What follows belongs to an exercise in optimizing a design on an open flow for small area, a short achievable clock period and few clock cycles per item; a production flow would make more cautious choices.
Function was checked by simulation only, so behaviour that the tests miss may differ from the original.
No activity file was given, so power comes from the tool's default toggle rates.

## flow/config.mk

```make
export PLATFORM = sky130hd
export DESIGN_NAME = lane_runner_solver
export DESIGN_NICKNAME = lane_runner_solver
export VERILOG_FILES = /design/flow/design.v
export SDC_FILE = /design/flow/constraint.sdc
export NUM_CORES = 4
export LEC_CHECK = 0
export CAP_MARGIN = 20
export CORE_MARGIN = 2
export CORE_UTILIZATION = 40
export CTS_CLUSTER_DIAMETER = 100
export CTS_CLUSTER_SIZE = 25
export SETUP_SLACK_MARGIN = 3.6
export SLEW_MARGIN = 20
```

## flow/constraint.sdc

```tcl
create_clock -name core_clock -period 5.5 [get_ports {clk}]
set_input_delay 1.1000 -clock core_clock [delete_from_list [all_inputs] [get_ports {clk}]]
set_output_delay 1.1000 -clock core_clock [all_outputs]
set_load 0.01 [all_outputs]
```

## flow/design.v

```verilog
`default_nettype none
package lane_runner_pkg;
  localparam logic [1:0] CELL_ROAD  = 2'd0;
  localparam logic [1:0] CELL_LOW   = 2'd1;
  localparam logic [1:0] CELL_HIGH  = 2'd2;
  localparam logic [1:0] CELL_TRAIN = 2'd3;
  localparam logic [1:0] ACT_FWD   = 2'd0;
  localparam logic [1:0] ACT_RIGHT = 2'd1;
  localparam logic [1:0] ACT_LEFT  = 2'd2;
  localparam logic [1:0] ACT_JUMP  = 2'd3;
  typedef enum logic [2:0] {
    ST_IDLE  = 3'd0,
    ST_LOAD  = 3'd1,
    ST_SOLVE = 3'd2,
    ST_EMIT  = 3'd3,
    ST_FAIL  = 3'd4
  } state_t;
  function automatic logic [1:0] walk_action(input int rank);
    case (rank)
      0:       walk_action = ACT_FWD;
      1:       walk_action = ACT_JUMP;
      2:       walk_action = ACT_RIGHT;
      default: walk_action = ACT_LEFT;
    endcase
  endfunction
endpackage
`default_nettype wire
`default_nettype none
module lane_step_rule
(
  input  wire logic [1:0] src_cell,
  input  wire logic [1:0] dst_cell,
  input  wire logic [1:0] action,
  input  wire logic       dst_in_range,
  output logic            legal
);
  logic w_change;
  always_comb begin
    w_change = (action == lane_runner_pkg::ACT_RIGHT) || (action == lane_runner_pkg::ACT_LEFT);
    legal = dst_in_range
         && (dst_cell != lane_runner_pkg::CELL_TRAIN)
         && !(w_change && ((dst_cell == lane_runner_pkg::CELL_LOW) || (dst_cell == lane_runner_pkg::CELL_HIGH)))
         && !((action == lane_runner_pkg::ACT_FWD) && (dst_cell == lane_runner_pkg::CELL_LOW))
         && !((action == lane_runner_pkg::ACT_JUMP) && (dst_cell == lane_runner_pkg::CELL_HIGH))
         && !((action == lane_runner_pkg::ACT_JUMP) && (src_cell == lane_runner_pkg::CELL_LOW));
  end
endmodule
`default_nettype wire
`default_nettype none
module lane_runner_solver
#(
  parameter int LANES = 4,
  parameter int COLS  = 64,
  parameter int LW    = $clog2(LANES)
) (
  input  wire logic             clk,
  input  wire logic             rst,
  input  wire logic             in_valid,
  input  wire logic [LW-1:0]    init,
  input  wire logic [2*LANES-1:0] in_map,
  output wire logic             out_valid,
  output wire logic [1:0]       out,
  output wire logic [LW-1:0]    lane_out,
  output wire logic             no_path
);
  localparam int CW = $clog2(COLS);
  localparam int PL = COLS - 3;
  localparam int PW = 2 * PL;
  logic          load_q;       
  logic          emit_q;       
  logic [CW-1:0] cnt_q;
  logic [LW-1:0] lane_q;       
  logic          a_first_q;    
  logic          a_step_q;     
  logic          a_last_q;     
  logic [LANES-1:0]            road_q;    
  logic [LANES-1:0]            low_q;     
  logic [LANES-1:0]            stl_q;     
  logic [LANES-1:0]            lowb_q;    
  logic [LANES-1:0]            reach_q;   
  logic [LANES-1:0][LANES-1:0] ord_q;     
  logic [LANES-1:0][2:0]       sel_q;     
  logic [LANES-1:0][PW-1:0]    path_q;
  logic [LANES-1:0]            esel_q;    
  logic                 out_valid_q;
  logic [1:0]           out_q;
  logic [1:0]           nxt_q;     
  logic [LW-1:0]        lane_out_q;
  logic                 no_path_q;
  logic w_take0, w_take, w_last;
  assign w_take0 = in_valid && !load_q && !emit_q && !a_last_q;
  assign w_take  = in_valid && load_q;
  assign w_last  = w_take && (cnt_q == CW'(COLS - 1));
  logic [LANES-1:0] w_road, w_low, w_stl;
  for (genvar l = 0; l < LANES; l++) begin : g_dec
    assign w_road[l] = (in_map[2*l +: 2] == lane_runner_pkg::CELL_ROAD);
    assign w_low[l]  = (in_map[2*l +: 2] == lane_runner_pkg::CELL_LOW);
    assign w_stl[l]  = (in_map[2*l +: 2] != lane_runner_pkg::CELL_TRAIN) && !(w_low[l] && low_q[l]);
  end
  logic [LANES-1:0][LANES-1:0] w_bef;     
  logic [LANES-1:0][2:0]       w_cand;    
  logic [LANES-1:0][2:0]       w_win;
  logic [LANES-1:0][2:0]       w_sel;
  logic [LANES-1:0]            w_reach;
  logic [LANES-1:0][LANES-1:0] w_ord;
  logic [LANES-1:0]            w_hc;      
  logic [LANES-1:0]            w_best;    
  logic [LANES-1:0]            w_end;     
  logic [LANES-1:0][1:0]       w_top;     
  logic [LANES-1:0][1:0]       w_top2;    
  logic [LANES-1:0][LW-1:0]    w_top_lane;
  for (genvar i = 0; i < LANES; i++) begin : g_bef_i
    for (genvar j = 0; j < LANES; j++) begin : g_bef_j
      if (i < j) begin : g_lt
        assign w_bef[i][j] = ord_q[i][j];
      end else if (i > j) begin : g_gt
        assign w_bef[i][j] = !ord_q[j][i];
      end else begin : g_eq
        assign w_bef[i][j] = 1'b0;
      end
    end
  end
  for (genvar d = 0; d < LANES; d++) begin : g_lane
    if (d > 0) begin : g_r
      assign w_cand[d][0] = reach_q[d-1] && road_q[d];
    end else begin : g_nr
      assign w_cand[d][0] = 1'b0;
    end
    assign w_cand[d][1] = reach_q[d] && stl_q[d];
    if (d < LANES - 1) begin : g_l
      assign w_cand[d][2] = reach_q[d+1] && road_q[d];
    end else begin : g_nl
      assign w_cand[d][2] = 1'b0;
    end
    for (genvar k = 0; k < 3; k++) begin : g_k
      logic [2:0] w_beats;
      for (genvar k2 = 0; k2 < 3; k2++) begin : g_k2
        if (k2 != k && d - 1 + k >= 0 && d - 1 + k < LANES && d - 1 + k2 >= 0 && d - 1 + k2 < LANES) begin : g_cmp
          assign w_beats[k2] = !w_cand[d][k2] || w_bef[d-1+k][d-1+k2];
        end else begin : g_nocmp
          assign w_beats[k2] = 1'b1;
        end
      end
      assign w_win[d][k] = w_cand[d][k] && (&w_beats);
    end
    assign w_reach[d] = |w_cand[d];
    assign w_sel[d][0] = w_win[d][0];
    assign w_sel[d][2] = w_win[d][2];
    assign w_sel[d][1] = !w_win[d][0] && !w_win[d][2];
    for (genvar d2 = 0; d2 < LANES; d2++) begin : g_ord
      if (d2 > d) begin : g_pair
        logic [8:0] w_term;
        for (genvar k1 = 0; k1 < 3; k1++) begin : g_k1
          for (genvar k2 = 0; k2 < 3; k2++) begin : g_k2
            if (d - 1 + k1 < 0 || d - 1 + k1 >= LANES || d2 - 1 + k2 < 0 || d2 - 1 + k2 >= LANES) begin : g_none
              assign w_term[3*k1+k2] = 1'b0;
            end else if (d - 1 + k1 == d2 - 1 + k2) begin : g_same
              assign w_term[3*k1+k2] = (k1 == 1) && w_win[d][k1] && w_win[d2][k2];
            end else begin : g_diff
              assign w_term[3*k1+k2] = w_win[d][k1] && w_win[d2][k2] && w_bef[d-1+k1][d2-1+k2];
            end
          end
        end
        assign w_ord[d][d2] = |w_term;
      end else begin : g_nopair
        assign w_ord[d][d2] = 1'b0;
      end
    end
    logic w_rt, w_lt;
    if (d < LANES - 1) begin : g_rt
      assign w_rt = road_q[d+1];
    end else begin : g_nrt
      assign w_rt = 1'b0;
    end
    if (d > 0) begin : g_lt
      assign w_lt = road_q[d-1];
    end else begin : g_nlt
      assign w_lt = 1'b0;
    end
    assign w_hc[d] = reach_q[d] && (stl_q[d] || w_rt || w_lt);
    logic [LANES-1:0] w_first_beats;
    for (genvar t = 0; t < LANES; t++) begin : g_best
      if (t != d) begin : g_cmp
        assign w_first_beats[t] = !w_hc[t] || w_bef[d][t];
      end else begin : g_self
        assign w_first_beats[t] = 1'b1;
      end
    end
    assign w_best[d] = w_hc[d] && (&w_first_beats);
  end
  for (genvar d = 0; d < LANES; d++) begin : g_end
    logic w_from_r, w_from_l;
    if (d > 0) begin : g_fr
      assign w_from_r = w_best[d-1] && !stl_q[d-1] && road_q[d];
    end else begin : g_nfr
      assign w_from_r = 1'b0;
    end
    if (d < LANES - 1) begin : g_fl
      assign w_from_l = w_best[d+1] && !stl_q[d+1] && !g_lane[d+1].w_rt && road_q[d];
    end else begin : g_nfl
      assign w_from_l = 1'b0;
    end
    assign w_end[d] = (w_best[d] && stl_q[d]) || w_from_r || w_from_l;
  end
  for (genvar d = 0; d < LANES; d++) begin : g_path
    localparam int DL = (d > 0) ? d - 1 : d;
    localparam int DR = (d < LANES - 1) ? d + 1 : d;
    logic [PW-1:0] w_next;
    assign w_next[1] = (sel_q[d][1] && lowb_q[d]) || sel_q[d][2];
    assign w_next[0] = (sel_q[d][1] && lowb_q[d]) || sel_q[d][0];
    for (genvar p = 1; p < PL; p++) begin : g_pos
      for (genvar b = 0; b < 2; b++) begin : g_bit
        assign w_next[2*p+b] = !((sel_q[d][0] && path_q[DL][2*(p-1)+b]) ||
                                 (sel_q[d][1] && path_q[d][2*(p-1)+b]) ||
                                 (sel_q[d][2] && path_q[DR][2*(p-1)+b]));
      end
    end
    for (genvar b = 0; b < 2; b++) begin : g_top
      assign w_top[d][b] = (sel_q[d][0] && path_q[DL][PW-2+b]) ||
                           (sel_q[d][1] && path_q[d][PW-2+b]) ||
                           (sel_q[d][2] && path_q[DR][PW-2+b]);
      assign w_top2[d][b] = !((sel_q[d][0] && path_q[DL][PW-4+b]) ||
                              (sel_q[d][1] && path_q[d][PW-4+b]) ||
                              (sel_q[d][2] && path_q[DR][PW-4+b]));
    end
    assign w_top_lane[d] = (w_top[d] == lane_runner_pkg::ACT_RIGHT) ? lane_q + LW'(1) :
                           (w_top[d] == lane_runner_pkg::ACT_LEFT)  ? lane_q - LW'(1) : lane_q;
    always_ff @(posedge clk) path_q[d] <= w_next;
  end
  logic [LANES-1:0][1:0]    w_emit_l, w_first_l, w_second_l;
  logic [LANES-1:0][LW-1:0] w_lane1_l;
  logic [1:0]    w_emit_act, w_first, w_second;
  logic [LW-1:0] w_emit_lane, w_lane1;
  for (genvar l = 0; l < LANES; l++) begin : g_emit
    assign w_emit_l[l]   = esel_q[l] ? w_top2[l] : 2'b00;
    assign w_first_l[l]  = w_best[l] ? w_top[l] : 2'b00;
    assign w_second_l[l] = w_best[l] ? w_top2[l] : 2'b00;
    assign w_lane1_l[l]  = w_best[l] ? w_top_lane[l] : LW'(0);
  end
  always_comb begin
    w_emit_act = '0;
    w_first    = '0;
    w_second   = '0;
    w_lane1    = '0;
    for (int l = 0; l < LANES; l++) begin
      w_emit_act = w_emit_act | w_emit_l[l];
      w_first    = w_first | w_first_l[l];
      w_second   = w_second | w_second_l[l];
      w_lane1    = w_lane1 | w_lane1_l[l];
    end
  end
  assign w_emit_lane = (nxt_q == lane_runner_pkg::ACT_RIGHT) ? lane_q + LW'(1) :
                       (nxt_q == lane_runner_pkg::ACT_LEFT)  ? lane_q - LW'(1) : lane_q;
  always_ff @(posedge clk) begin
    if (rst) begin
      load_q      <= 1'b0;
      emit_q      <= 1'b0;
      cnt_q       <= '0;
      a_first_q   <= 1'b0;
      a_step_q    <= 1'b0;
      a_last_q    <= 1'b0;
      out_valid_q <= 1'b0;
      no_path_q   <= 1'b0;
    end else begin
      out_valid_q <= 1'b0;
      no_path_q   <= 1'b0;
      a_first_q   <= w_take0;
      a_step_q    <= w_take;
      a_last_q    <= w_last;
      if (w_take0) begin
        load_q <= 1'b1;
        cnt_q  <= CW'(1);
      end else if (load_q) begin
        cnt_q <= cnt_q + CW'(1);
        if (!in_valid) begin
          load_q <= 1'b0;            
        end else if (w_last) begin
          load_q      <= 1'b0;
        end
      end else if (a_last_q) begin
        out_valid_q <= |w_hc;
        no_path_q   <= !(|w_hc);
        emit_q      <= |w_hc;
        cnt_q       <= CW'(1);
      end else if (emit_q) begin
        out_valid_q <= 1'b1;
        cnt_q       <= cnt_q + CW'(1);
        if (cnt_q == CW'(COLS - 2)) emit_q <= 1'b0;
      end
    end
  end
  always_ff @(posedge clk) begin
    road_q <= w_road;
    low_q  <= w_low;
    stl_q  <= w_stl;
    lowb_q <= low_q;
    if (a_first_q)                  reach_q <= (LANES'(1) << lane_q) & road_q;
    else if (a_step_q && !a_last_q) reach_q <= w_reach;
    else                            reach_q <= '0;
    if (a_first_q) ord_q <= '0;
    else           ord_q <= w_ord;
    sel_q <= w_sel;
    if (a_last_q) begin
      esel_q     <= w_end;
      out_q      <= w_first;
      nxt_q      <= w_second;
      lane_out_q <= w_lane1;
    end else begin
      out_q      <= nxt_q;
      nxt_q      <= w_emit_act;
      lane_out_q <= w_emit_lane;
    end
    if (w_take0)     lane_q <= init;
    else if (a_last_q) lane_q <= w_lane1;
    else if (emit_q) lane_q <= w_emit_lane;
  end
  assign out_valid = out_valid_q;
  assign out       = out_q;
  assign lane_out  = lane_out_q;
  assign no_path   = no_path_q;
endmodule
`default_nettype wire
```

## flow/run.sh

```bash
#!/bin/bash
# synth_recipe.tcl (not shown) runs the flow's synth.tcl, then flattens the netlist and writes it again
# the make line also repeats each setting of config.mk as NAME=value (left out here)
make -C /OpenROAD-flow-scripts/flow DESIGN_CONFIG=/design/flow/config.mk WORK_HOME=/design/flow/orfs CLKGATE_MAP_FILE= SYNTH_SCRIPT=/design/flow/synth_recipe.tcl finish
```

==> out/results.ini, run 1 <==
[logic_synthesis]
syn_area_um2 = 17600
yosys_warnings = 1
ys_top_cells_by_area = dfxtp_1, a222oi_1, a22oi_1, clkbuf_1, edfxtp_1
synthesis.nets = 1486
netlist_instances = 1467
ys_async_sr_fraction_pct = 0
yosysTopAreaCell = dfxtp_1
syn_avg_cell_area_um2 = 12.0
synth_ff_type = dfxtp_1
synth-edff-count = 6
synth.top_cell.area_share_pct = 61.7
ys_seq_elements = 549
ys_types = 60
seq_area_frac_synth_pct = 62.7

[power_and_ir_drop]
p_clk_share_pct = 27.7
total_power_mw = 7.70
pwr-share-comb_pct = 8.6
pwr-share-seq_pct = 63.8
power.density_nw_per_um2 = 392
p_int_mw = 5.84
p_leak_nw = 7.27
p_sw_mw = 1.86
max-vdd-ir-drop_uv = 254
netSwitchingFraction_pct = 24.1

[drt]
ant_nets = 0
wire_per_inst_um = 21.5
num_vias = 12900
drtIter0Drc = 2317
viasPerCell = 6.38
drc = 0
wl_um = 43400
dr.pass1.iters = 13

[finish]
diodes = 0
final_design_area_no_fill_um2 = 19600
area_growth_pct = 11.5
layout-drive-gt1-share_pct = 11.2
post-route-util_pct = 45.4
fillers = 3854
layout.nets = 1447
instances_no_fill = 2019

[floorplanning]
row_count = 76
start_util_pct = 40.7
die_w_um = 214
die_area_um2 = 45700
die_y_um = 214
core_um2 = 43300
ios = 19

[job]
drv_cap = 0

[clock_network]
clkLatencyLatePin_ps = 590
path_clk_slew_ps = 100
cts_tree = built
cts_buffers = 26
cts.path.max_buffers = 3
clock-root-buffer = clkbuf_16
h-tree-depth = 1
cts.sinks = 549

[sta]
grt_setup_unrepaired = yes
drv_slew = 0
period_share_pct = 40.1
slew_headroom_pct = 25.7
worst_pin_slew_ps = 1110
fin_setup_tns_ps = 0
final-hold-violation-count = 0
fin_worst_skew_ps = 34.9
fin_hold_ws_ps = 355
final-setup-viol-count = 0
setup_ws_ps = 3290
clock.fmax_mhz = 453
layout_min_cycle_time_ps = 2210

[grt]
grt_pass1_vias = 13000
grt_pass1_wl_um = 69700
grt_max_degree = 91
grt_usage_pct = 18.8
antenna_found_initial = 0
overflow = 0

[worst_setup_path]
rr_startpoint = sel_q[7]$_DFF_P_
critPathLaunch = sel_q[7]$_DFF_P_
worstSetupStartpointType = flip-flop
timing.critical_path.fanout_max = 11
worstPathArrival_ps = 2550
worst_ep_required_time_ps = 5840
timing_worst_setup_path_type = reg -> reg
crit_path_end_kind = flip-flop

[place]
dp_hpwl_um = 19900
dp_slack_ps = 2440
io_buffer_count = 18
place.gp.congestion = 0.869
dp.cells = 1929
placedInstanceArea_um2 = 18100

[worst_hold_path]
hold_start = low_q[2]$_DFF_P_
hold_path.class = reg -> reg

[status]
status = timing/DRC/antenna clean

[cell families (layout without fill, tap and decap cells)]
logic type	count (synthesis)	after routing	share of synthesized area (%)
simple gates	122	122	3.37
xor+xnor	7	7	0.348
fa+ha+maj	8	8	0.540
buf+inv	166	133	3.63
compound gates	612	612	29.2
flops	549	549	62.7
mux	3	3	0.192
[power by group through the flow]
stage | Clock, mW | Combinational, mW | Sequential, mW
after CTS | 2.19 | 0.628 | 4.90
after global routing | 2.33 | 0.732 | 4.98
after floorplan | 0 | 0.489 | 4.89
after global placement | 0 | 0.563 | 4.99
after detailed placement | 0 | 0.574 | 5.00
final | 2.13 | 0.660 | 4.91
[cell usage after synthesis (all sizes together) (7+ instances only)]
master and number:
dfxtp 543, a22oi 247, a222oi 244, clkbuf 144
nor2 37, nand2 28, a21oi 25, o21ai 25
inv 15, nor3 12, nand2b 9, a221oi 8
a22o 8, nor2b 8, a21o 7, buf 7
[cell usage in the layout (no fill, tap or decap), types with 7 or more instances in the layout]
cell / count
a21o_1: 7
a21oi_1: 23
a221oi_1: 7
a222oi_1: 244
a22o_1: 8
a22oi_1: 247
buf_4: 37
buf_6: 16
buf_8: 8
clkbuf_16: 27
clkdlybuf4s50_1: 11
dfxtp_1: 523
dfxtp_4: 14
inv_1: 13
nand2_1: 27
nand2b_1: 8
nor2_1: 35
nor2b_1: 7
nor3_1: 10
o21ai_0: 21
[flip-flops by register name (all words and copies together), names as in the netlist, 2 cells and up]
name / flops
road_q: 4
reach_q: 4
ord_q: 6
path_q: 488
lowb_q: 4
nxt_q: 2
cnt_q: 6
lane_q: 2
lane_out_q: 2
stl_q: 4
out_q: 2
esel_q: 4
low_q: 4
sel_q: 10
[cell type report]
cell class	count	area (µm²)	area share [%]
sequential	549	11100	56.6
timing repair buffer	84	872	4.44
tap	585	732	3.73
clock inverter	2	27.5	0.140
clock buffer	32	704	3.59
inverter	15	56.3	0.287
multi-input combinational	752	6140	31.3
[worst paths after layout]
check                           cells after the start                   to  slack, ps
worst max-delay path                                8  lane_q[1]$_DFFE_PP_       3290
worst min-delay path                                0    lowb_q[2]$_DFF_P_        360
worst max register to register                      8  lane_q[1]$_DFFE_PP_       3290
worst min register to register                      0    lowb_q[2]$_DFF_P_        360
[critical path: stages (launching register included)]
cell       delay (ps)
dfxtp_4           520
a222oi_1          120
buf_4             180
buf_6             110
buf_4             140
a21oi_1           230
o22ai_4           120
a2111oi_4         420
o31ai_1           120
[timing repair]
item	CTS	global route
setup buffers	44	12
endpoints found under the setup margin	350	63
resized for setup	70	22
pin swaps	17	17
hold buffers	0	0
[routing by layer]
metal	track usage, %	part of all wire (%)	up-vias
met3	2.78	7.3	78
met5	0	0	-
met4	6.68	2.6	0
met2	32.0	47	500
met1	24.3	43	6350
li1	-	-	5948
Testbench counts, summed over its fixed seeds: cycles 130,638, maps 1,200.
==> run 2: changes to the inputs <==
--- a/flow/config.mk
+++ b/flow/config.mk
@@ -8,7 +8,8 @@
 export CAP_MARGIN = 20
 export CORE_MARGIN = 2
-export CORE_UTILIZATION = 40
+export CORE_UTILIZATION = 65
 export CTS_CLUSTER_DIAMETER = 100
 export CTS_CLUSTER_SIZE = 25
+export PLACE_DENSITY = 0.75
 export SETUP_SLACK_MARGIN = 3.6
 export SLEW_MARGIN = 20
==> out/results.ini, run 2 <==
[status]
status = timing/DRC/antenna clean

[power_and_ir_drop]
power.density_nw_per_um2 = 394
netSwitchingFraction_pct = 23.9
p_int_mw = 5.80
total_power_mw = 7.62
p_sw_mw = 1.82
p_clk_share_pct = 26.1
p_leak_nw = 7.26
pwr-share-comb_pct = 9.4
pwr-share-seq_pct = 64.5
max-vdd-ir-drop_uv = 251

[worst_setup_path]
rr_worst_depth = 10
timing_worst_setup_path_type = reg -> reg
cp_slowest_cell = a222oi_1
cp_cell_sequence = a222oi_1 -> buf_4 -> buf_4 -> xnor2_1 -> buf_4 -> buf_4 -> nand2b_1 -> o211ai_1 -> nor3_2 -> nor3_1
critical_path.top_delay_family = compound AO/OA/AOI/OAI gates
worstSetupStartpointType = flip-flop
crit_path_frequent_cell = buf_4
timing.critical_path.fanout_max = 4
crit_path_max_incr_delay_ps = 390
worstPathArrival_ps = 2490
path_buf_inv = 4
cp.depth = 10
worst_ep_required_time_ps = 5820
crit_path_end_kind = flip-flop

[clock_network]
cts_tree = built
clock-root-buffer = clkbuf_16
clkLatencyLatePin_ps = 570
cts_buffers = 25
cts.sinks = 549
h-tree-depth = 1
cts_hold_buf = 0
cts.path.max_buffers = 3
path_clk_slew_ps = 100

[logic_synthesis]
yosysMostFrequentCell = dfxtp_1
synth-edff-count = 6
syn_area_um2 = 17600
synthTopCellsByCount = dfxtp_1, a22oi_1, a222oi_1
synth.top_cell.area_share_pct = 61.7
synthesis.nets = 1486
ys_async_sr_fraction_pct = 0
ys_types = 60
ys_seq_elements = 549
yosys_warnings = 1
seq_area_frac_synth_pct = 62.7
yosysTopAreaCell = dfxtp_1
synth_ff_type = dfxtp_1
syn_avg_cell_area_um2 = 12.0
ys_top_cells_by_area = dfxtp_1, a222oi_1, a22oi_1, clkbuf_1, edfxtp_1
netlist_instances = 1467

[grt]
grt_max_degree = 102
grt_pass1_vias = 12800
grt_pass1_wl_um = 66000
antenna_found_initial = 0
overflow = 0
grt_usage_pct = 27.9

[drt]
drc = 0
wl_um = 41200
num_vias = 13000
viasPerCell = 7.33
wire_per_inst_um = 23.2
met3WireLength_um = 3180
met1_length_um = 17500
drtIter0Drc = 2568
ant_nets = 0
highest_layer = met4
dr.pass1.iters = 10
route.met2.wl_um = 19600

[sta]
fin_worst_skew_ps = 13.0
drv_slew = 0
fin_hold_ws_ps = 363
worst_pin_slew_ps = 977
final-hold-violation-count = 0
setup_ws_ps = 3330
fin_setup_tns_ps = 0
layout_min_cycle_time_ps = 2170
clock.fmax_mhz = 461
slew_headroom_pct = 34.9
period_share_pct = 39.4
final-setup-viol-count = 0
grt_setup_unrepaired = yes

[finish]
largest_register = path_q
layout.nets = 1449
instances_no_fill = 1776
area_growth_pct = 9.64
final_common_cell = dfxtp_1
top_regs = path_q (488), sel_q (10)
final_cell_mix = dfxtp_1, a22oi_1, a222oi_1, buf_4, nor2_1
diodes = 0
largest_reg_flops = 488
post-route-util_pct = 72.1
final_design_area_no_fill_um2 = 19300
layout-drive-gt1-share_pct = 12.2

[floorplanning]
core_um2 = 26800
ios = 19
die_w_um = 169
row_count = 60
die_area_um2 = 28400
start_util_pct = 65.7
die_y_um = 169

[place]
dp_hpwl_um = 19400
placedInstanceArea_um2 = 17800
dp.cells = 1685
dp_slack_ps = 2450
io_buffer_count = 18
place.gp.congestion = 0.870

[worst_hold_path]
hold_path.class = reg -> reg
whs_path_depth = 0

[job]
drv_cap = 0

## run 2: changes by cell type in the layout (fill, tap and decap cells not counted), sizes merged
| cell | change |
|---|---|
| dlygate4sd2 | -1 |
| buf | +4 |
| clkbuf | -1 |
| inv | -1 |
## run 2: power groups by stage
stage	sequential, mW	clock, mW	combinational (mW)
final	4.92	1.99	0.716
after global placement	4.99	0	0.561
after floorplan	4.89	0	0.489
after detailed placement	5.00	0	0.579
after CTS	4.90	2.02	0.664
after global routing	4.98	2.17	0.783
## run 2: cell families after synthesis
kind of cell	count (synthesis)	synth area share, %
buffers and inverters	166	3.63
adder cells (fa/ha/maj)	8	0.540
multiplexers	3	0.192
AND/OR/NAND/NOR	122	3.37
XOR/XNOR	7	0.348
flip-flops	549	62.7
AO/OA/AOI/OAI	612	29.2
## run 2: worst paths after layout
check | from | end | slack [ps]
min | low_q[2]$_DFF_P_ | lowb_q[2]$_DFF_P_ | 360
max reg2reg | sel_q[6]$_DFF_P_ | lane_q[0]$_DFFE_PP_ | 3330
min reg2reg | low_q[2]$_DFF_P_ | lowb_q[2]$_DFF_P_ | 360
max | sel_q[6]$_DFF_P_ | lane_q[0]$_DFFE_PP_ | 3330
## run 2: layout make-up
type / count / area (µm²)
repair buffers: 87 / 856
fillers: 1834 / 7480
multi-input cells: 752 / 6190
inverters: 15 / 56.3
flip-flops and latches: 549 / 11100
well taps: 341 / 427
clock inverters: 1 / 8.76
clock buffers: 31 / 648
## run 2: layer usage
layer	track usage (%)	up-vias
li1	-	5928
met1	38.3	6412
met2	46.9	601
met3	3.34	80
met4	8.28	0
met5	0	-
## run 2: what timing repair did
action                                  CTS  global route
hold endpoints to repair                  0             0
pin swaps                                21            14
setup buffers                            47            12
endpoints found under the setup margin  308            16
resized for setup                        90            28
==> run 3: changes to the inputs <==
--- a/flow/config.mk
+++ b/flow/config.mk
@@ -8,8 +8,7 @@
 export CAP_MARGIN = 20
 export CORE_MARGIN = 2
-export CORE_UTILIZATION = 65
+export CORE_UTILIZATION = 40
 export CTS_CLUSTER_DIAMETER = 100
 export CTS_CLUSTER_SIZE = 25
-export PLACE_DENSITY = 0.75
-export SETUP_SLACK_MARGIN = 3.6
+export SETUP_SLACK_MARGIN = 3.4
 export SLEW_MARGIN = 20
==> out/results.ini, run 3 <==
[sta]
period_share_pct = 38.6
layout_min_cycle_time_ps = 2120
grt_setup_unrepaired = yes
fin_worst_skew_ps = 20.6
final-setup-viol-count = 0
final-hold-violation-count = 0
setup_ws_ps = 3380
worst_pin_slew_ps = 1060
clock.fmax_mhz = 471
drv_slew = 0
fin_setup_tns_ps = 0
slew_headroom_pct = 29.1

[drt]
wl_um = 44200
drc = 0
viasPerCell = 6.43
ant_nets = 0
drtIter0Drc = 2265
dr.pass1.iters = 10
num_vias = 12900
wire_per_inst_um = 22.1

[logic_synthesis]
ys_top_cells_by_area = dfxtp_1, a222oi_1, a22oi_1, clkbuf_1, edfxtp_1
netlist_instances = 1467
synth_ff_type = dfxtp_1
synth-edff-count = 6
synthTopCellsByCount = dfxtp_1, a22oi_1, a222oi_1
ys_async_sr_fraction_pct = 0
yosysTopAreaCell = dfxtp_1
ys_seq_elements = 549
synth.top_cell.area_share_pct = 61.7
syn_avg_cell_area_um2 = 12.0
synthesis.nets = 1486
ys_types = 60
yosysMostFrequentCell = dfxtp_1
syn_area_um2 = 17600
yosys_warnings = 1
seq_area_frac_synth_pct = 62.7

[grt]
antenna_found_initial = 0
overflow = 0
grt_usage_pct = 19.0
grt_max_degree = 99
grt_pass1_vias = 12900
grt_pass1_wl_um = 70400

[worst_setup_path]
cp_slowest_cell = dfxtp_1
worst_ep_required_time_ps = 4400
worstPathArrival_ps = 1020
rr_worst_depth = 7
timing_worst_setup_path_type = reg -> out
critical_path.top_delay_family = flip-flops
r2r_setup_slack_ps = 3430
rr_startpoint = stl_q[3]$_DFF_P_
crit_path_end_kind = output pin
reg2reg_to = lane_q[0]$_DFFE_PP_
timing.critical_path.fanout_max = 1
crit_path_max_incr_delay_ps = 320
cp_cell_sequence = buf_2
path_buf_inv = 1
worstSetupStartpointType = flip-flop

[floorplanning]
die_y_um = 214
die_area_um2 = 45700
row_count = 76
die_w_um = 214
start_util_pct = 40.7
ios = 19
core_um2 = 43300

[power_and_ir_drop]
pwr-share-comb_pct = 8.3
netSwitchingFraction_pct = 24.0
p_clk_share_pct = 26.7
p_int_mw = 5.75
pwr-share-seq_pct = 65.0
p_leak_nw = 7.19
max-vdd-ir-drop_uv = 202
power.density_nw_per_um2 = 389
p_sw_mw = 1.81

[clock_network]
cts_tree = built
clkLatencyLatePin_ps = 580
cts_hold_buf = 0
h-tree-depth = 1
path_clk_slew_ps = 100
cts_buffers = 25
cts.sinks = 549
cts.path.max_buffers = 3
clock-root-buffer = clkbuf_16

[worst_hold_path]
hold_path.class = reg -> reg
whs_path_depth = 0
holdPathEnd = lowb_q[0]$_DFF_P_
hold_start = low_q[0]$_DFF_P_

[job]
drv_cap = 0

[finish]
diodes = 0
area_growth_pct = 10.2
fillers = 3929
layout.nets = 1435
final_common_cell = dfxtp_1
largest_reg_flops = 488
layout-drive-gt1-share_pct = 9.85
top_regs = path_q (488), sel_q (10)
largest_register = path_q
final_cell_mix = dfxtp_1, a22oi_1, a222oi_1, nor2_1, buf_4

[place]
dp_hpwl_um = 20500
place.gp.congestion = 0.829
io_buffer_count = 18
dp_slack_ps = 2470

[status]
status = timing/DRC/antenna clean

run 3: cell types whose count changed in the layout (fill, tap and decap cells not counted), sizes merged:
cell / delta
buf: -15
dlygate4sd2: +1
run 3: metrics by stage:
stage	hold WS (ps)	utilization (%)	instances	cell area [µm²]	power, mW
floorplan	326	-	1467	17600	5.38
global placement	345	41.8	1930	18100	5.56
detailed placement	339	41.8	1930	18100	5.57
CTS	360	44.4	1999	19200	7.59
global route	370	44.9	2006	19400	7.91
finish	361	44.9	2006	19400	7.56
run 3: how the worst max path moves through the flow:
stage,from,end,slack (ps),cells after the start
2_1_floorplan,in_valid,lane_q[0]$_DFFE_PP_,3150,5
3_3_place_gp,in_valid,lane_q[0]$_DFFE_PP_,2440,6
3_5_place_dp,in_valid,lane_q[0]$_DFFE_PP_,2470,6
4_1_cts,no_path_q$_SDFF_PP0_,no_path,3340,1
5_1_grt,no_path_q$_SDFF_PP0_,no_path,3330,1
6_report,no_path_q$_SDFF_PP0_,no_path,3380,1
run 3: cell type report:
cell class,instances,area [µm²],area share (%)
sequential,549,11100,57.2
multi-input combinational,752,6090,31.3
timing repair buffer,73,776,3.99
tap,585,732,3.77
clock buffer,31,648,3.34
inverter,15,56.3,0.290
clock inverter,1,8.76,0.0451
run 3: cells by family (layout without fill, tap and decap cells):
logic type                 Yosys count  in the layout  share of synthesized area [%]
AOI/OAI and AO/OA                  612            612                           29.2
adders and majority gates            8              8                          0.540
muxes                                3              3                          0.192
buffers and inverters              166            120                           3.63
xor gates and xnor gates             7              7                          0.348
DFF                                549            549                           62.7
and+or+nand+nor                    122            122                           3.37
run 3: power by group through the flow:
stage          clock network (mW)  logic, mW  registers [mW]
2_1_floorplan                   0      0.486            4.89
3_3_place_gp                    0      0.563            4.99
3_5_place_dp                    0      0.576            5.00
4_1_cts                      2.08      0.606            4.90
5_1_grt                      2.22      0.706            4.98
6_report                     2.02      0.629            4.91
run 3: layer usage:
layer / share of wire (%) / up-vias / wire length, µm / GRT usage, %
met5: 0 / - / 0 / 0
met4: 2.4 / 0 / 1040 / 5.10
met3: 6.9 / 72 / 3070 / 2.87
met2: 47 / 451 / 21000 / 32.7
met1: 43 / 6461 / 19200 / 24.9
li1: - / 5911 / - / -
run 3: what timing repair did:
action                                  CTS  global route
pin swaps                                 7            10
setup buffers                            37             7
endpoints found under the setup margin   14            13
gates resized for setup                  41            33
==> run 4: changes to the inputs <==
--- a/flow/design.v
+++ b/flow/design.v
@@ -107,5 +107,7 @@
   logic [LANES-1:0]            w_best;    
   logic [LANES-1:0]            w_end;     
-  logic [LANES-1:0][1:0]       w_top;     
+  logic [LANES-1:0][1:0]       top_q;     
+  logic [LANES-1:0][1:0]       w_top_nx;  
+  logic [LANES-1:0][1:0]       w_nx_top;  
   logic [LANES-1:0][1:0]       w_top2;    
   logic [LANES-1:0][LW-1:0]    w_top_lane;
@@ -216,15 +218,19 @@
       end
     end
+    assign w_nx_top[d] = w_next[PW-1:PW-2];
     for (genvar b = 0; b < 2; b++) begin : g_top
-      assign w_top[d][b] = (sel_q[d][0] && path_q[DL][PW-2+b]) ||
-                           (sel_q[d][1] && path_q[d][PW-2+b]) ||
-                           (sel_q[d][2] && path_q[DR][PW-2+b]);
+      assign w_top_nx[d][b] = (w_sel[d][0] && w_nx_top[DL][b]) ||
+                              (w_sel[d][1] && w_nx_top[d][b]) ||
+                              (w_sel[d][2] && w_nx_top[DR][b]);
       assign w_top2[d][b] = !((sel_q[d][0] && path_q[DL][PW-4+b]) ||
                               (sel_q[d][1] && path_q[d][PW-4+b]) ||
                               (sel_q[d][2] && path_q[DR][PW-4+b]));
     end
-    assign w_top_lane[d] = (w_top[d] == lane_runner_pkg::ACT_RIGHT) ? lane_q + LW'(1) :
-                           (w_top[d] == lane_runner_pkg::ACT_LEFT)  ? lane_q - LW'(1) : lane_q;
-    always_ff @(posedge clk) path_q[d] <= w_next;
+    assign w_top_lane[d] = (top_q[d] == lane_runner_pkg::ACT_RIGHT) ? lane_q + LW'(1) :
+                           (top_q[d] == lane_runner_pkg::ACT_LEFT)  ? lane_q - LW'(1) : lane_q;
+    always_ff @(posedge clk) begin
+      path_q[d] <= w_next;
+      top_q[d]  <= w_top_nx[d];
+    end
   end
   logic [LANES-1:0][1:0]    w_emit_l, w_first_l, w_second_l;
@@ -234,5 +240,5 @@
   for (genvar l = 0; l < LANES; l++) begin : g_emit
     assign w_emit_l[l]   = esel_q[l] ? w_top2[l] : 2'b00;
-    assign w_first_l[l]  = w_best[l] ? w_top[l] : 2'b00;
+    assign w_first_l[l]  = w_best[l] ? top_q[l] : 2'b00;
     assign w_second_l[l] = w_best[l] ? w_top2[l] : 2'b00;
     assign w_lane1_l[l]  = w_best[l] ? w_top_lane[l] : LW'(0);
--- a/flow/config.mk
+++ b/flow/config.mk
@@ -8,7 +8,8 @@
 export CAP_MARGIN = 20
 export CORE_MARGIN = 2
-export CORE_UTILIZATION = 40
+export CORE_UTILIZATION = 65
 export CTS_CLUSTER_DIAMETER = 100
 export CTS_CLUSTER_SIZE = 25
+export PLACE_DENSITY = 0.75
 export SETUP_SLACK_MARGIN = 3.4
 export SLEW_MARGIN = 20
==> out/results.ini, run 4 <==
[logic_synthesis]
synthesis.nets = 1474
synthTopCellsByCount = dfxtp_1, a22oi_1, a222oi_1
seq_area_frac_synth_pct = 62.8
yosysTopAreaCell = dfxtp_1
yosys_warnings = 1
yosysMostFrequentCell = dfxtp_1
ys_top_cells_by_area = dfxtp_1, a222oi_1, a22oi_1, clkbuf_1, edfxtp_1
synth.top_cell.area_share_pct = 61.8
syn_area_um2 = 17600
netlist_instances = 1455
synth-edff-count = 6
ys_seq_elements = 549
synth_ff_type = dfxtp_1
syn_avg_cell_area_um2 = 12.1
ys_types = 57
ys_async_sr_fraction_pct = 0

[grt]
overflow = 0
antenna_found_initial = 0
grt_max_degree = 96
grt_usage_pct = 25.7
grt_pass1_vias = 12100
grt_pass1_wl_um = 61900

[floorplanning]
die_area_um2 = 28400
core_um2 = 26800
ios = 19
die_w_um = 169
die_y_um = 169
start_util_pct = 65.7
row_count = 60

[clock_network]
path_clk_slew_ps = 100
cts_tree = built
clkLatencyLatePin_ps = 550
cts_hold_buf = 0
cts_buffers = 25
cts.sinks = 549
clock-root-buffer = clkbuf_16
h-tree-depth = 1
cts.path.max_buffers = 3

[sta]
worst_pin_slew_ps = 920
final-setup-viol-count = 0
fin_worst_skew_ps = 10.2
layout_min_cycle_time_ps = 2090
grt_setup_unrepaired = yes
clock.fmax_mhz = 478
drv_slew = 0
final-hold-violation-count = 0
period_share_pct = 38.0
fin_setup_tns_ps = 0
slew_headroom_pct = 38.7

[drt]
viasPerCell = 7.22
wire_per_inst_um = 21.7
drc = 0
met1_length_um = 16700
dr.pass1.iters = 11
ant_nets = 0
num_vias = 12400
route.met2.wl_um = 17700
highest_layer = met4
drtIter0Drc = 1948
met3WireLength_um = 2110
wl_um = 37200

[worst_setup_path]
worst_ep_required_time_ps = 4400
path_buf_inv = 1
cp_cell_sequence = buf_2
cp_slowest_cell = dfxtp_1
timing_worst_setup_path_type = reg -> out
worstSetupStartpointType = flip-flop
crit_path_end_kind = output pin
worstPathArrival_ps = 990
timing.critical_path.fanout_max = 1
crit_path_max_incr_delay_ps = 320
critical_path.top_delay_family = flip-flops

[finish]
largest_reg_flops = 480
layout.nets = 1392
top_regs = path_q (480), sel_q (10), top_q (8)
final_cell_mix = dfxtp_1, a22oi_1, a222oi_1, nand2_1, nor2_1
area_growth_pct = 5.51
diodes = 0
final_common_cell = dfxtp_1
instances_no_fill = 1717
layout-drive-gt1-share_pct = 7.49
largest_register = path_q

[power_and_ir_drop]
max-vdd-ir-drop_uv = 267
p_leak_nw = 6.92
power.density_nw_per_um2 = 395

[place]
io_buffer_count = 18
place.gp.congestion = 0.857
dp_hpwl_um = 19200
dp.cells = 1676

[job]
drv_cap = 0

[status]
status = timing/DRC/antenna clean

[worst_hold_path]
hold_path.class = reg -> reg

-- run 4: cell count changes after synthesis, sizes merged, moves of 4 or more --
cell	delta
buf	+9
clkbuf	-12
and3	-4
a31oi	+4
a21oi	-10
mux2i	+8
nand2b	-4
a22oi	+5
nand2	+16
-- run 4: worst reg2reg max path, cell delays in order, from the launching register on --
cell and delay (ps):
dfxtp_2 450, o31a_1 230, nand2_1 90, nor3b_4 210, a221oi_2 320, o211ai_2 140
a221o_1 350
-- run 4: power by group --
group	internal (mW)	switching (mW)	total [mW]
Sequential	4.50	0.365	4.86
Clock	0.829	1.14	1.96
Combinational	0.325	0.188	0.513
-- run 4: stage by stage --
step / power, mW / util, % / hold slack (ps) / worst slack, ps / instance area (µm²)
4_1_cts: 7.38 / 68.9 / 366 / 3380 / 18500
3_3_place_gp: 5.43 / 66.2 / 340 / 2820 / 17700
2_1_floorplan: 5.28 / - / 326 / 3450 / 17600
3_5_place_dp: 5.45 / 66.2 / 343 / 2780 / 17700
5_1_grt: 7.66 / 69.3 / 375 / 3350 / 18600
6_report: 7.34 / 69.3 / 363 / 3410 / 18600
-- run 4: final timing paths --
kind / startpoint / to / slack [ps] / depth (start not counted)
worst min register to register: low_q[3]$_DFF_P_ / lowb_q[3]$_DFF_P_ / 360 / 0
worst max register to register: stl_q[1]$_DFF_P_ / lane_q[0]$_DFFE_PP_ / 3460 / 6
worst max-delay path: no_path_q$_SDFF_PP0_ / no_path / 3410 / 1
worst min-delay path: low_q[3]$_DFF_P_ / lowb_q[3]$_DFF_P_ / 360 / 0
-- run 4: kinds of logic after synthesis --
logic type / count (synthesis) / share of synthesized area, %
adders and majority gates: 6 / 0.427
buffers and inverters: 166 / 3.67
DFF: 549 / 62.8
xor gates and xnor gates: 11 / 0.547
muxes: 10 / 0.583
and+or+nand+nor: 124 / 3.37
AOI/OAI and AO/OA: 589 / 28.6
-- run 4: cell type report --
cell class                      instances  area, µm²
Clock buffer                           29        641
Multi-Input combinational cell        740       5930
Inverter                               18       67.6
Clock inverter                          1       8.76
Fill cell                            1988       8230
Tap cell                              341        427
Sequential cell                       549      11100
Timing Repair Buffer                   39        383
-- run 4: metal layers --
layer	track usage (%)	up-vias
li1	-	5782
met1	35.0	6157
met2	44.3	409
met3	2.97	44
met4	6.07	0
met5	0	-
-- run 4: timing repair --
action / CTS / global route
setup endpoints to repair: 13 / 27
pin swaps: 0 / 4
gates resized for setup: 35 / 22
buffers inserted: 3 / 8
hold endpoints to repair: 0 / 0
Testbench counts of run 4, summed over its fixed seeds: cycles 130,638, maps 1,200.
==> run 5: changes to the inputs <==
--- a/flow/config.mk
+++ b/flow/config.mk
@@ -6,4 +6,5 @@
 export NUM_CORES = 4
 export LEC_CHECK = 0
+export ABC_AREA = 1
 export CAP_MARGIN = 20
 export CORE_MARGIN = 2
==> out/results.ini, run 5 <==
[worst_setup_path]
worstPathArrival_ps = 1020
rr_worst_depth = 11
crit_path_max_incr_delay_ps = 360
path_buf_inv = 1
cp_cell_sequence = buf_6
worstSetupStartpointType = flip-flop
worst_ep_required_time_ps = 4400
reg2reg_to = lane_q[1]$_DFFE_PP_
rr_startpoint = lane_q[1]$_DFFE_PP_
critical_path.top_delay_family = flip-flops
crit_path_end_kind = output pin
cp_slowest_cell = dfxtp_2
timing.critical_path.fanout_max = 1
r2r_setup_slack_ps = 3510
timing_worst_setup_path_type = reg -> out

[drt]
wire_per_inst_um = 15.5
wl_um = 43800
viasPerCell = 5.60
ant_nets = 0
met3WireLength_um = 2280
drtIter0Drc = 1058
dr.pass1.iters = 5
drc = 0
num_vias = 15800
route.met2.wl_um = 20900
met1_length_um = 20000
highest_layer = met4

[finish]
instances_no_fill = 2828
fillers = 2507
layout-drive-gt1-share_pct = 3.62
top_regs = path_q (480), sel_q (10), top_q (8)
post-route-util_pct = 69.4
diodes = 0
layout.nets = 2449
final_common_cell = nand2_1
largest_reg_flops = 480
largest_register = path_q
area_growth_pct = 4.90
final_design_area_no_fill_um2 = 21300
final_cell_mix = nand2_1, dfxtp_1, inv_1, a21oi_1, a22o_1

[status]
status = timing/DRC/antenna clean

[worst_hold_path]
holdPathEnd = lowb_q[2]$_DFF_P_
whs_path_depth = 0
hold_start = low_q[2]$_DFF_P_
hold_path.class = reg -> reg

[sta]
worst_pin_slew_ps = 851
fin_hold_ws_ps = 359
final-hold-violation-count = 0
fin_setup_tns_ps = 0
clock.fmax_mhz = 471
fin_worst_skew_ps = 9.36
setup_ws_ps = 3380
layout_min_cycle_time_ps = 2120
drv_slew = 0
final-setup-viol-count = 0
period_share_pct = 38.6
grt_setup_unrepaired = yes
slew_headroom_pct = 43.3

[floorplanning]
die_area_um2 = 32600
ios = 19
die_y_um = 181
row_count = 64
start_util_pct = 66.2
core_um2 = 30700
die_w_um = 181

[place]
io_buffer_count = 18
dp_slack_ps = 3100
placedInstanceArea_um2 = 20600
place.gp.congestion = 0.897
dp.cells = 2795
dp_hpwl_um = 23800

[power_and_ir_drop]
p_leak_nw = 10.5
power.density_nw_per_um2 = 359
netSwitchingFraction_pct = 25.1
p_int_mw = 5.73
pwr-share-seq_pct = 63.5
max-vdd-ir-drop_uv = 259
pwr-share-comb_pct = 10.5
p_sw_mw = 1.91
p_clk_share_pct = 26.0
total_power_mw = 7.64

[logic_synthesis]
syn_avg_cell_area_um2 = 8.10
ys_types = 44
synthTopCellsByCount = nand2_1, dfxtp_1, inv_1
syn_area_um2 = 20300
yosys_warnings = 1
ys_seq_elements = 549
synth_ff_type = dfxtp_1
yosysTopAreaCell = dfxtp_1
synth-edff-count = 6
netlist_instances = 2505
yosysMostFrequentCell = nand2_1
synth.top_cell.area_share_pct = 53.6
ys_top_cells_by_area = dfxtp_1, nand2_1, a22o_1, a21oi_1, inv_1
seq_area_frac_synth_pct = 54.5
synthesis.nets = 2524
ys_async_sr_fraction_pct = 0

[clock_network]
h-tree-depth = 1
clkLatencyLatePin_ps = 560
clock-root-buffer = clkbuf_16
cts_tree = built
cts.sinks = 549
cts_buffers = 25
cts.path.max_buffers = 3
path_clk_slew_ps = 100

[grt]
overflow = 0
grt_pass1_wl_um = 73600
grt_pass1_vias = 15200
grt_max_degree = 92
antenna_found_initial = 0
grt_usage_pct = 26.3

[job]
drv_cap = 0

run 5: cell type report:
class	instances	area [µm²]	share of cell area (%)
timing repair buffer	32	329	1.55
clock buffer	28	637	2.99
tap	396	495	2.33
sequential	549	11100	52.1
clock inverter	1	8.76	0.0411
inverter	320	1200	5.64
multi-input combinational	1502	7520	35.3
run 5: kinds of logic after synthesis:
| logic type | count (synthesis) | share of synthesized area, % |
|---|---|---|
| fa+ha+maj | 6 | 0.370 |
| buf+inv | 454 | 8.48 |
| compound gates | 566 | 18.9 |
| flops | 549 | 54.5 |
| simple gates | 928 | 17.7 |
| xor+xnor | 2 | 0.0863 |
run 5: power by group through the flow:
| stage | combinational [mW] | clock [mW] | sequential [mW] |
|---|---|---|---|
| after floorplan | 0.668 | 0 | 4.83 |
| after global placement | 0.762 | 0 | 4.92 |
| after detailed placement | 0.787 | 0 | 4.93 |
| after CTS | 0.797 | 2.05 | 4.84 |
| after global routing | 0.938 | 2.17 | 4.92 |
| final | 0.800 | 1.99 | 4.85 |
run 5: what timing repair did:
item,4_1_cts,5_1_grt
cloned,0,0
endpoints found under the setup margin,7,176
buffers inserted,1,3
hold buffers,0,0
resized for setup,28,14
run 5: worst max path at each step:
stage	startpoint	slack, ps	end	depth (start not counted)
6_report	out_valid_q$_SDFF_PP0_	3380	out_valid	1
5_1_grt	lane_q[1]$_DFFE_PP_	3310	lane_q[1]$_DFFE_PP_	11
4_1_cts	out_valid_q$_SDFF_PP0_	3350	out_valid	1
3_5_place_dp	in_valid	3100	cnt_q[3]$_SDFFE_PP0P_	6
3_3_place_gp	in_valid	3130	cnt_q[5]$_SDFFE_PP0P_	6
2_1_floorplan	lane_q[0]$_DFFE_PP_	3700	lane_q[1]$_DFFE_PP_	12
run 5: layer usage:
| layer | global-route usage, % | up-vias |
|---|---|---|
| li1 | - | 7860 |
| met1 | 35.9 | 7490 |
| met2 | 45.7 | 425 |
| met3 | 2.59 | 53 |
| met4 | 5.45 | 0 |
| met5 | 0 | - |
==> run 6: changes to the inputs <==
--- a/flow/config.mk
+++ b/flow/config.mk
@@ -6,11 +6,9 @@
 export NUM_CORES = 4
 export LEC_CHECK = 0
-export ABC_AREA = 1
 export CAP_MARGIN = 20
 export CORE_MARGIN = 2
-export CORE_UTILIZATION = 65
+export CORE_UTILIZATION = 40
 export CTS_CLUSTER_DIAMETER = 100
 export CTS_CLUSTER_SIZE = 25
-export PLACE_DENSITY = 0.75
 export SETUP_SLACK_MARGIN = 3.4
 export SLEW_MARGIN = 20
==> out/results.ini, run 6 <==
[clock_network]
h-tree-depth = 1
path_clk_slew_ps = 100
cts.sinks = 549
cts.path.max_buffers = 3
clkLatencyLatePin_ps = 580
clock-root-buffer = clkbuf_16
cts_tree = built
cts_buffers = 26

[worst_setup_path]
rr_startpoint = road_q[1]$_DFF_P_
critPathLaunch = no_path_q$_SDFF_PP0_
timing.critical_path.fanout_max = 1
crit_end = no_path
rr_worst_depth = 6
crit_path_max_incr_delay_ps = 320
cp_slowest_cell = dfxtp_1
cp.depth = 1
timing_worst_setup_path_type = reg -> out
cp_cell_sequence = buf_2
worstSetupStartpointType = flip-flop
worstPathArrival_ps = 1020
reg2reg_to = lane_q[1]$_DFFE_PP_
worst_ep_required_time_ps = 4400
crit_path_end_kind = output pin
critical_path.top_delay_family = flip-flops
path_buf_inv = 1
r2r_setup_slack_ps = 3450

[sta]
fin_worst_skew_ps = 30.3
period_share_pct = 38.6
layout_min_cycle_time_ps = 2120
fin_setup_tns_ps = 0
slew_headroom_pct = 37.1
fin_hold_ws_ps = 355
final-setup-viol-count = 0
grt_setup_unrepaired = yes
final-hold-violation-count = 0
worst_pin_slew_ps = 940
drv_slew = 0
clock.fmax_mhz = 471

[finish]
largest_register = path_q
final_cell_mix = dfxtp_1, a22oi_1, a222oi_1, nand2_1, nor2_1
area_growth_pct = 7.56
diodes = 0
largest_reg_flops = 480
layout-drive-gt1-share_pct = 7.33
fillers = 3975
post-route-util_pct = 43.7
final_common_cell = dfxtp_1
top_regs = path_q (480), sel_q (10), top_q (8)
layout.nets = 1388

[grt]
grt_pass1_vias = 12000
overflow = 0
grt_pass1_wl_um = 61700
grt_max_degree = 101
antenna_found_initial = 0
grt_usage_pct = 16.0

[logic_synthesis]
yosysTopAreaCell = dfxtp_1
synth_ff_type = dfxtp_1
syn_area_um2 = 17600
synthesis.nets = 1474
ys_async_sr_fraction_pct = 0
ys_top_cells_by_area = dfxtp_1, a222oi_1, a22oi_1, clkbuf_1, edfxtp_1
netlist_instances = 1455
synthTopCellsByCount = dfxtp_1, a22oi_1, a222oi_1
ys_seq_elements = 549
yosysMostFrequentCell = dfxtp_1
syn_avg_cell_area_um2 = 12.1
synth.top_cell.area_share_pct = 61.8
yosys_warnings = 1
ys_types = 57
synth-edff-count = 6
seq_area_frac_synth_pct = 62.8

[drt]
num_vias = 12300
drtIter0Drc = 2118
wire_per_inst_um = 19.4
viasPerCell = 6.26
ant_nets = 0
drc = 0
wl_um = 38100
dr.pass1.iters = 9

[place]
place.gp.congestion = 0.863
dp_hpwl_um = 19800
io_buffer_count = 18

[power_and_ir_drop]
power.density_nw_per_um2 = 398
total_power_mw = 7.53
max-vdd-ir-drop_uv = 262
p_leak_nw = 6.94

[floorplanning]
die_w_um = 214
core_um2 = 43300
start_util_pct = 40.7
row_count = 76
ios = 19
die_y_um = 214
die_area_um2 = 45700

[job]
drv_cap = 0

[worst_hold_path]
hold_path.class = reg -> reg

[status]
status = timing/DRC/antenna clean

run 6: changes by cell type after synthesis, sizes merged, moves of 8 or more:
cell and change:
a21oi -240, a222oi +241, a22o -230, a22oi +251, buf -14, clkbuf +28, inv -299, mux2i +8
nand2 -798, nand3 -22, nor2 -9, o21ai -14, o22ai -11
run 6: routing by layer:
metal	vias up	part of all wire, %	track usage (%)
li1	5758	-	-
met1	6142	47	22.1
met2	358	46	27.1
met3	33	5.4	2.05
met4	0	1.2	3.38
met5	-	0	0
run 6: how the worst min path moves through the flow:
stage,from,to,slack [ps],depth (start not counted)
after floorplan,low_q[0]$_DFF_P_,lowb_q[0]$_DFF_P_,330,0
after global placement,low_q[0]$_DFF_P_,lowb_q[0]$_DFF_P_,340,0
after detailed placement,low_q[0]$_DFF_P_,lowb_q[0]$_DFF_P_,340,0
after CTS,low_q[0]$_DFF_P_,lowb_q[0]$_DFF_P_,360,0
after global routing,low_q[0]$_DFF_P_,lowb_q[0]$_DFF_P_,370,0
final,low_q[0]$_DFF_P_,lowb_q[0]$_DFF_P_,350,0
run 6: kinds of logic (layout without fill, tap and decap cells):
group / after synthesis / count (layout) / share of synthesized area (%)
xor gates and xnor gates: 11 / 11 / 0.547
muxes: 10 / 10 / 0.583
adders and majority gates: 6 / 6 / 0.427
buffers and inverters: 166 / 88 / 3.67
and+or+nand+nor: 124 / 124 / 3.37
DFF: 549 / 549 / 62.8
AOI/OAI and AO/OA: 589 / 589 / 28.6
run 6: what timing repair did:
item / in CTS / in global routing
hold buffers: 0 / 0
gates cloned: 0 / 0
gates resized for setup: 33 / 15
setup buffers: 1 / 4
setup endpoints to repair: 12 / 43
run 6: area by class of cell:
cell class / instances / area [µm²] / area share (%)
flip-flops and latches: 549 / 11100 / 58.7
multi-input cells: 740 / 5920 / 31.3
well taps: 585 / 732 / 3.87
clock buffers: 31 / 691 / 3.65
repair buffers: 34 / 350 / 1.85
inverters: 18 / 67.6 / 0.357
clock inverters: 5 / 63.8 / 0.337
run 6: stage by stage:
step                      instances  setup slack (ps)  instance area (µm²)
after CTS                      1957              3340                18800
after floorplan                1455              3450                17600
after global placement         1920              2820                18000
after detailed placement       1920              2790                18000
after global routing           1962              3320                18900
final                          1962              3380                18900
run 6: where the power goes:
part | switching, mW | internal (mW) | total [mW]
registers | 0.363 | 4.50 | 4.86
clock network | 1.21 | 0.946 | 2.15
logic | 0.187 | 0.325 | 0.512
==> run 7: changes to the inputs <==
--- a/flow/design.v
+++ b/flow/design.v
@@ -273,5 +273,5 @@
       a_first_q   <= w_take0;
       a_step_q    <= w_take;
-      a_last_q    <= w_last;
+      a_last_q    <= w_last && (|w_reach);
       if (w_take0) begin
         load_q <= 1'b1;
@@ -283,4 +283,5 @@
         end else if (w_last) begin
           load_q      <= 1'b0;
+          no_path_q   <= !(|w_reach);
         end
       end else if (a_last_q) begin
--- a/flow/config.mk
+++ b/flow/config.mk
@@ -8,7 +8,8 @@
 export CAP_MARGIN = 20
 export CORE_MARGIN = 2
-export CORE_UTILIZATION = 40
+export CORE_UTILIZATION = 80
 export CTS_CLUSTER_DIAMETER = 100
 export CTS_CLUSTER_SIZE = 25
+export PLACE_DENSITY = 0.88
 export SETUP_SLACK_MARGIN = 3.4
 export SLEW_MARGIN = 20
==> out/results.ini, run 7 <==
[sta]
fin_setup_tns_ps = 0
period_share_pct = 38.0
final-hold-violation-count = 0
grt_setup_unrepaired = yes
worst_pin_slew_ps = 1140
layout_min_cycle_time_ps = 2090
final-setup-viol-count = 0
clock.fmax_mhz = 478
drv_slew = 0
slew_headroom_pct = 24.2
fin_worst_skew_ps = 16.6

[worst_setup_path]
worstSetupStartpointType = flip-flop
reg2reg_to = nxt_q[0]$_DFF_P_
timing.critical_path.fanout_max = 1
path_buf_inv = 1
rr_worst_depth = 4
worstPathArrival_ps = 990
rr_startpoint = sel_q[4]$_DFF_P_
timing_worst_setup_path_type = reg -> out
worst_ep_required_time_ps = 4400
cp_slowest_cell = dfxtp_1
crit_path_max_incr_delay_ps = 320
r2r_setup_slack_ps = 3470
crit_path_end_kind = output pin
cp_cell_sequence = buf_2
critical_path.top_delay_family = flip-flops

[clock_network]
h-tree-depth = 1
clock-root-buffer = clkbuf_16
cts.sinks = 549
clkLatencyLatePin_ps = 550
cts_buffers = 25
cts_hold_buf = 0
cts_tree = built
path_clk_slew_ps = 100
cts.path.max_buffers = 3

[drt]
ant_nets = 0
num_vias = 12800
dr.pass1.iters = 15
drtIter0Drc = 2360
drc = 0
viasPerCell = 7.78
wl_um = 38500
wire_per_inst_um = 23.4

[finish]
layout.nets = 1379
top_regs = path_q (480), sel_q (10), top_q (8)
largest_register = path_q
layout-drive-gt1-share_pct = 6.01
final_common_cell = dfxtp_1
area_growth_pct = 4.94
diodes = 0
largest_reg_flops = 480
final_cell_mix = dfxtp_1, a22oi_1, a222oi_1, nand2_1

[job]
drv_cap = 0

[logic_synthesis]
syn_area_um2 = 17600
synth-edff-count = 6
synthesis.nets = 1466
ys_types = 62
synth.top_cell.area_share_pct = 61.7
netlist_instances = 1447
synthTopCellsByCount = dfxtp_1, a22oi_1, a222oi_1
ys_top_cells_by_area = dfxtp_1, a222oi_1, a22oi_1, clkbuf_1, edfxtp_1
seq_area_frac_synth_pct = 62.7
syn_avg_cell_area_um2 = 12.2
yosys_warnings = 1
synth_ff_type = dfxtp_1
yosysMostFrequentCell = dfxtp_1
ys_seq_elements = 549
yosysTopAreaCell = dfxtp_1
ys_async_sr_fraction_pct = 0

[grt]
antenna_found_initial = 0
grt_pass1_vias = 12600
overflow = 0
grt_max_degree = 102
grt_pass1_wl_um = 62800
grt_usage_pct = 31.6

[status]
status = timing/DRC/antenna clean

[place]
place.gp.congestion = 0.889
io_buffer_count = 18
dp_hpwl_um = 20100

[floorplanning]
die_w_um = 152
core_um2 = 21700
die_area_um2 = 23200
start_util_pct = 81.2
row_count = 54
die_y_um = 152
ios = 19

[worst_hold_path]
hold_start = low_q[2]$_DFF_P_
whs_path_depth = 0
holdPathEnd = lowb_q[2]$_DFF_P_
hold_path.class = reg -> reg

[power_and_ir_drop]
power.density_nw_per_um2 = 400
total_power_mw = 7.39
max-vdd-ir-drop_uv = 327
p_leak_nw = 6.95

run 7: cell types whose count changed after synthesis, sizes merged, moves of 3 or more:
| cell | previous run | this run |
|---|---|---|
| nor2 | 36 | 26 |
| a32o | 2 | 8 |
| inv | 18 | 13 |
| nand2 | 44 | 40 |
| and2 | 5 | 8 |
| o211ai | 6 | 3 |
| a21oi | 15 | 10 |
| buf | 16 | 11 |
| o21ai | 23 | 19 |
| clkbuf | 132 | 138 |
| nor2b | 5 | 10 |
| nor3 | 10 | 5 |
run 7: repair_timing:
action / in CTS / in global routing
pin swaps: 0 / 1
gates resized for setup: 33 / 19
setup buffers: 2 / 2
setup endpoints to repair: 18 / 16
run 7: cell families after synthesis:
group / Yosys count / share of synthesized area, %
flops: 549 / 62.7
simple gates: 116 / 3.13
mux: 11 / 0.639
buf+inv: 162 / 3.68
fa+ha+maj: 6 / 0.426
xor+xnor: 12 / 0.597
compound gates: 591 / 28.8
run 7: how the worst max path moves through the flow:
stage,startpoint,endpoint,slack [ps],cells after the start
5_1_grt,out_valid_q$_SDFF_PP0_,out_valid,3380,1
6_report,lane_out_q[0]$_DFF_P_,lane_out[0],3410,1
4_1_cts,sel_q[4]$_DFF_P_,nxt_q[0]$_DFF_P_,3340,4
2_1_floorplan,lane_q[0]$_DFFE_PP_,lane_q[1]$_DFFE_PP_,3420,8
3_5_place_dp,sel_q[2]$_DFF_P_,nxt_q[0]$_DFF_P_,2960,5
3_3_place_gp,sel_q[2]$_DFF_P_,nxt_q[0]$_DFF_P_,3070,5
run 7: layout make-up:
cell class | instances | area, µm²
clock buffer | 31 | 648
timing repair buffer | 35 | 398
sequential | 549 | 11100
multi-input combinational | 736 | 5930
inverter | 13 | 48.8
fill | 1129 | 3210
tap | 280 | 350
clock inverter | 1 | 8.76
run 7: per-stage QoR:
step	cells	area (µm²)	worst slack, ps	utilization, %	hold slack, ps
floorplan	1447	17600	3420	-	326
global placement	1606	17700	3070	81.4	340
detailed placement	1606	17700	2960	81.4	348
CTS	1640	18300	3340	84.5	365
global route	1645	18500	3380	85.2	375
finish	1645	18500	3410	85.2	362
run 7: worst register-to-register path, cell delays in order (launching register included):
cell and delay [ps]:
dfxtp_4 620, buf_16 430, a222oi_1 310, a222oi_1 400, a31oi_1 140
run 7: power by group:
group	leakage [nW]	internal, mW	switching, mW
registers	4.66	4.50	0.397
logic	1.97	0.328	0.203
clock network	0.320	0.834	1.13
run 7: layer usage:
layer | vias to the layer above | share of wire [%] | GRT usage (%) | wire [µm]
met2 | 646 | 49 | 53.6 | 18800
met4 | 0 | 1.3 | 9.08 | 518
met3 | 43 | 7.8 | 3.44 | 3010
met5 | - | 0 | 0 | 0
li1 | 5780 | - | - | -
met1 | 6333 | 42 | 43.5 | 16200
Testbench counts of run 7, summed over its fixed seeds: cycles 130,290, maps 1,200.
==> run 8: changes to the inputs <==
--- a/flow/config.mk
+++ b/flow/config.mk
@@ -8,8 +8,8 @@
 export CAP_MARGIN = 20
 export CORE_MARGIN = 2
-export CORE_UTILIZATION = 80
+export CORE_UTILIZATION = 55
 export CTS_CLUSTER_DIAMETER = 100
 export CTS_CLUSTER_SIZE = 25
-export PLACE_DENSITY = 0.88
+export PLACE_DENSITY = 0.65
 export SETUP_SLACK_MARGIN = 3.4
 export SLEW_MARGIN = 20
==> out/results.ini, run 8 <==
[worst_setup_path]
worst_ep_required_time_ps = 4400
timing.critical_path.fanout_max = 1
cp_cell_sequence = buf_6
path_buf_inv = 1
rr_startpoint = sel_q[8]$_DFF_P_
timing_worst_setup_path_type = reg -> out
critical_path.top_delay_family = flip-flops
crit_path_max_incr_delay_ps = 340
r2r_setup_slack_ps = 3480
worstPathArrival_ps = 1010
rr_worst_depth = 2
cp_slowest_cell = dfxtp_2
worstSetupStartpointType = flip-flop
reg2reg_to = path_q[292]$_DFF_P_
crit_path_end_kind = output pin

[clock_network]
h-tree-depth = 1
cts.path.max_buffers = 3
cts.sinks = 549
path_clk_slew_ps = 100
cts_hold_buf = 0
cts_buffers = 25
clock-root-buffer = clkbuf_16
cts_tree = built
clkLatencyLatePin_ps = 560

[floorplanning]
die_y_um = 183
ios = 19
die_area_um2 = 33500
row_count = 65
start_util_pct = 55.8
core_um2 = 31600
die_w_um = 183

[finish]
regArea_um2 = 11100
final_cell_mix = dfxtp_1, a22oi_1, a222oi_1, nand2_1
layout-drive-gt1-share_pct = 5.66
largest_reg_flops = 480
largest_register = path_q
layout.nets = 1376
diodes = 0
multi_input_area_um2 = 5920
final_common_cell = dfxtp_1
top_regs = path_q (480), sel_q (10), top_q (8)
fillers = 2578
area_growth_pct = 5.26

[sta]
drv_slew = 0
final-hold-violation-count = 0
clock.fmax_mhz = 473
fin_setup_tns_ps = 0
final-setup-viol-count = 0
layout_min_cycle_time_ps = 2110
grt_setup_unrepaired = yes
setup_ws_ps = 3390
slew_headroom_pct = 33.9
fin_worst_skew_ps = 20.5
worst_pin_slew_ps = 992
period_share_pct = 38.4

[logic_synthesis]
yosys_warnings = 1
netlist_instances = 1447
synthTopCellsByCount = dfxtp_1, a22oi_1, a222oi_1
synth.top_cell.area_share_pct = 61.7
synth_ff_type = dfxtp_1
synth-edff-count = 6
ys_async_sr_fraction_pct = 0
yosysMostFrequentCell = dfxtp_1
seq_area_frac_synth_pct = 62.7
syn_area_um2 = 17600
yosysTopAreaCell = dfxtp_1
syn_avg_cell_area_um2 = 12.2
ys_seq_elements = 549
ys_top_cells_by_area = dfxtp_1, a222oi_1, a22oi_1, clkbuf_1, edfxtp_1
ys_types = 62
synthesis.nets = 1466

[grt]
grt_pass1_vias = 12300
grt_max_degree = 87
gr-usage-met1_pct = 32.3
met2_usage_pct = 37.0
overflow = 0
grt_busiest_layer = met2
grtUsageMet3_pct = 2.82
antenna_found_initial = 0
grt_usage_pct = 22.6
grt_pass1_wl_um = 64100

[drt]
drc = 0
wire_per_inst_um = 22.1
dr.pass1.iters = 11
viasPerCell = 7.11
wl_um = 39000
ant_nets = 0
drtIter0Drc = 2239
num_vias = 12500

[worst_hold_path]
whs_path_depth = 0
hold_start = low_q[3]$_DFF_P_
hold_path.class = reg -> reg
holdPathEnd = lowb_q[3]$_DFF_P_

[status]
status = timing/DRC/antenna clean

[power_and_ir_drop]
p_leak_nw = 6.90
total_power_mw = 7.35
max-vdd-ir-drop_uv = 238
power.density_nw_per_um2 = 396

[place]
io_buffer_count = 18
place.gp.congestion = 0.884
dp_slack_ps = 3040
dp_hpwl_um = 19700

[job]
drv_cap = 0

-- run 8: cell counts after synthesis --
No cell type changed its count.
-- run 8: what timing repair did --
| item | in CTS | in global routing |
|---|---|---|
| resized for setup | 29 | 14 |
| setup buffers | 2 | 2 |
| pin swaps | 0 | 1 |
| endpoints found under the setup margin | 8 | 115 |
-- run 8: logic make-up (layout without fill, tap and decap cells) --
logic type / Yosys count / in the layout / share of synthesized area, %
AO/OA/AOI/OAI: 591 / 591 / 28.8
buffers and inverters: 162 / 75 / 3.68
multiplexers: 11 / 11 / 0.639
adder cells (fa/ha/maj): 6 / 6 / 0.426
AND/OR/NAND/NOR: 116 / 116 / 3.13
XOR/XNOR: 12 / 12 / 0.597
flip-flops: 549 / 549 / 62.7
-- run 8: worst max path at each step --
stage | startpoint | endpoint | cells after the start
after floorplan | lane_q[0]$_DFFE_PP_ | lane_q[1]$_DFFE_PP_ | 8
after global placement | in_valid | lane_q[0]$_DFFE_PP_ | 4
after detailed placement | in_valid | lane_q[0]$_DFFE_PP_ | 4
after CTS | no_path_q$_SDFF_PP0_ | no_path | 1
after global routing | reach_q[3]$_DFF_P_ | lane_q[1]$_DFFE_PP_ | 5
final | no_path_q$_SDFF_PP0_ | no_path | 1
-- run 8: report_power, final --
group,switching (mW),total (mW),leakage [nW],internal (mW)
logic,0.189,0.515,1.92,0.326
registers,0.364,4.86,4.66,4.50
clock network,1.15,1.98,0.317,0.829
total,1.70,7.35,6.90,5.65
-- run 8: metrics by stage --
step	instances	instance area, µm²	hold WS [ps]	utilization (%)
2_1_floorplan	1447	17600	326	-
3_3_place_gp	1728	17800	331	56.4
3_5_place_dp	1728	17800	334	56.4
4_1_cts	1760	18500	354	58.5
5_1_grt	1762	18500	360	58.7
6_report	1762	18500	351	58.7
-- run 8: cell type report --
type	count	area share (%)
clock buffers	29	3.46
flip-flops and latches	549	59.9
repair buffers	32	1.70
multi-input cells	736	32.0
well taps	402	2.71
clock inverters	1	0.0472
inverters	13	0.263
-- run 8: routing by layer --
metal,up-vias,routed length (µm),share of wire [%]
met3,39,2490,6.4
li1,5763,-,-
met4,0,528,1.4
met2,468,18000,46
met5,-,0,0
met1,6261,18000,46

Setup slack of run 8, layout unchanged: 3.386 ns with ideal ports, 3.333 ns with driving cells assumed (clock clkbuf_16, inputs buf_2), 3.042 ns with port delays also shifted by the 0.605 ns mid clock arrival.
